What follows belongs to an exercise in optimizing a design on an open flow for small area, a short achievable clock period and few clock cycles per item; a production flow would make more cautious choices. Function was checked by simulation only, so behaviour that the tests miss may differ from the original. No activity file was given, so power comes from the tool's default toggle rates.

Design cache_top, start of the top module:
module cache_top #(
  parameter int INDEX_WIDTH = 4
) (
  input  logic         clk,
  input  logic         reset_n,
  input  logic [31:0]  address,
  input  logic [31:0]  din,
  input  logic         rden,
  input  logic         wren,
  input  logic [63:0]  mq,
  output logic         hit_miss,
  output logic [31:0]  q,
  output logic         mrden,
  output logic [31:0]  mrdaddress,
  output logic         mwren,
  output logic [31:0]  mwraddress,
  output logic [63:0]  mdout
);
export LEC_CHECK = 0
export CAP_MARGIN = 20
export CORE_MARGIN = 2
export CORE_UTILIZATION = 55
export CTS_CLUSTER_DIAMETER = 60
export CTS_CLUSTER_SIZE = 20
export PLACE_DENSITY = 0.62
export SLEW_MARGIN = 20
create_clock -name core_clock -period 10.0 [get_ports {clk}]
standard.sh (not shown) runs the stock make flow with config.mk's settings and CLKGATE_MAP_FILE= SYNTH_SCRIPT=/design/flow/synth_recipe.tcl, a recipe that flattens the netlist after the stock synthesis.
==> flow/flow/run.sh <==
#!/bin/bash
set -euo pipefail
bash standard.sh SETUP_SLACK_MARGIN=7 TNS_END_PERCENT=2 finish > standard_flow.log 2>&1
The first run finished clean.
Testbench counts at the start, summed over its fixed seeds: cycles 23,894, requests 12,000.
Then changed:
==> flow/flow/run.sh (replaced) <==
#!/bin/bash
set -euo pipefail
bash standard.sh SETUP_SLACK_MARGIN=6.3 TNS_END_PERCENT=3 finish > standard_flow.log 2>&1
--- a/flow/config.mk
+++ b/flow/config.mk
@@ -11,2 +11,2 @@
-export CTS_CLUSTER_DIAMETER = 60
-export CTS_CLUSTER_SIZE = 20
+export CTS_CLUSTER_DIAMETER = 70
+export CTS_CLUSTER_SIZE = 25
Outcome: Routed wire length came out lower by 1.4%; die area does not change; global-route usage is higher by 0.31 points; sequential cell count is unchanged; via count went down by 1.4%; cell area is lower by 2.0%; total power decreases by 6.5%; worst setup slack degrades by 48 ps; sequential power barely changes; synthesized cell count is unchanged; register-to-register slack loses 320 ps.
Then changed:
==> flow/flow/run.sh (replaced) <==
#!/bin/bash
set -euo pipefail
bash standard.sh SETUP_SLACK_MARGIN=6.5 TNS_END_PERCENT=10 finish > standard_flow.log 2>&1
--- a/flow/config.mk
+++ b/flow/config.mk
@@ -11,2 +11,2 @@
-export CTS_CLUSTER_DIAMETER = 70
-export CTS_CLUSTER_SIZE = 25
+export CTS_CLUSTER_DIAMETER = 60
+export CTS_CLUSTER_SIZE = 20
Outcome: Global-route usage goes down by 0.58 points; clock-buffer cell count goes up by 84; register-to-register slack gains 480 ps; power goes up by 7.1%; routed wire length goes up by 2.5%; hold slack gains 6.7 ps; sequential cell count is unchanged; non-clock buffer count goes up by 252; final area goes up by 3.2%; sequential power hardly moves; worst setup slack gains 3.2 ps.
Then changed:
==> flow/flow/run.sh (replaced) <==
#!/bin/bash
set -euo pipefail
bash standard.sh SETUP_SLACK_MARGIN=7 TNS_END_PERCENT=2 finish > standard_flow.log 2>&1
--- a/flow/config.mk
+++ b/flow/config.mk
@@ -11,2 +11,2 @@
-export CTS_CLUSTER_DIAMETER = 60
-export CTS_CLUSTER_SIZE = 20
+export CTS_CLUSTER_DIAMETER = 70
+export CTS_CLUSTER_SIZE = 25
Outcome:
- wire length shrinks by 1.2%
- non-clock buffer count shrinks by 180
- die area is unchanged
- power shrinks by 6.1%
- combinational power hardly moves
- core utilization shrinks by 1.7 points
- count of clock-buffer cells in the layout shrinks by 84
- final area shrinks by 2.5%

========
## epsilon
cache_top, a different RTL version from the one above (not shown whole).
For scale: about 12000 cells after synthesis, about 6100 flip-flops, ~300 I/O pins.
Settings: LEC_CHECK=0, CAP_MARGIN=20, CORE_MARGIN=2, CORE_UTILIZATION=55, PLACE_DENSITY=0.62, SETUP_SLACK_MARGIN=5, SLEW_MARGIN=20, TNS_END_PERCENT=10; clock period 10.0 ns.
run.sh (not shown) runs the stock make flow with config.mk's settings and CLKGATE_MAP_FILE= SYNTH_SCRIPT=/design/flow/synth_recipe.tcl, a recipe that flattens the netlist after the stock synthesis.
Stock flow here: none of the scripts above is used.
epsilon closes out successfully: all stages finished, all timing, DRC and antenna checks passed.
Testbench counts of epsilon, summed over its fixed seeds: cycles 35,894, requests 12,000.
[inputs] beta vs epsilon
# epsilon
export LEC_CHECK = 0
export CAP_MARGIN = 20
export CORE_MARGIN = 2
export CORE_UTILIZATION = 55
export PLACE_DENSITY = 0.62
export SETUP_SLACK_MARGIN = 5
export SLEW_MARGIN = 20
export TNS_END_PERCENT = 10
create_clock -name core_clock -period 10.0 [get_ports {clk}]
# beta
export LEC_CHECK = 0
export CAP_MARGIN = 20
export CORE_MARGIN = 2
export CORE_UTILIZATION = 55
export PLACE_DENSITY = 0.62
export SLEW_MARGIN = 20
create_clock -name core_clock -period 10.0 [get_ports {clk}]
==> flow/flow/run.sh (new file) <==
#!/bin/bash
set -euo pipefail
bash standard.sh SETUP_SLACK_MARGIN=7 TNS_END_PERCENT=10 finish > standard_flow.log 2>&1
==> flow/standard.sh (new file) <==
#!/bin/bash
# synth_recipe.tcl (not shown) runs the flow's synth.tcl, then flattens the netlist and writes it again
# the make line also repeats each setting of config.mk as NAME=value (left out here)
make -C /OpenROAD-flow-scripts/flow DESIGN_CONFIG=/design/flow/config.mk WORK_HOME=/design/flow/orfs CLKGATE_MAP_FILE= SYNTH_SCRIPT=/design/flow/synth_recipe.tcl "${@:-finish}"
removed: flow/run.sh
- Status: count of final hold-check violations parity (beta, epsilon)
- When the final numbers for beta and epsilon were put side by side, the wire length of the first global-routing pass turned out to be smaller in epsilon.
- beta closes out successfully: all stages finished, all timing, DRC and antenna checks passed.
- Reported for beta and epsilon, number of placement rows turned out identical to the last digit.
- Total power per unit cell area, beta and epsilon: larger value in epsilon
- Per the comparison of beta with epsilon, worst IR drop on VDD now smaller, final hold slack now larger, sequential cell fraction of total power now smaller, number of antenna violations at the first check in global routing now larger.

[separate check: timing with driven ports]
How much do the figures lean on ideal ports? The routed layouts below were timed once more, with nothing changed but the port constraints.
Step 1 sets driving cells, clkbuf_16 on the clock port and buf_2 on the other inputs (assumed; they add their load-dependent delay and slew).
Step 2 also shifts input and output timing later by t, the mid clock arrival at the registers, as if the neighbouring blocks saw the same clock.
Three values: ideal, step 1, step 2; two values: the first two.
run	t (ns)	setup WS [ns]	worst data-port slew with drivers (ns)
the first run of note 1	1.192	5.355 / 5.078 / 3.886	0.55
the second run of note 1	1.146	5.307 / 4.953 / 3.807	0.63
the third run of note 1	1.181	5.310 / 5.011 / 3.829	0.54
the fourth run of note 1	1.155	5.361 / 5.011 / 3.856	0.62
epsilon	1.183	4.925 / 4.925 / 4.925	0.13
beta	1.237	6.144 / 6.007 / 6.065	0.10
After both steps setup and hold are still met in every run listed. For the fourth run of note 1, which loses most, drivers alone change the setup slack by -0.350 ns; drivers and shift together by -1.505 ns.
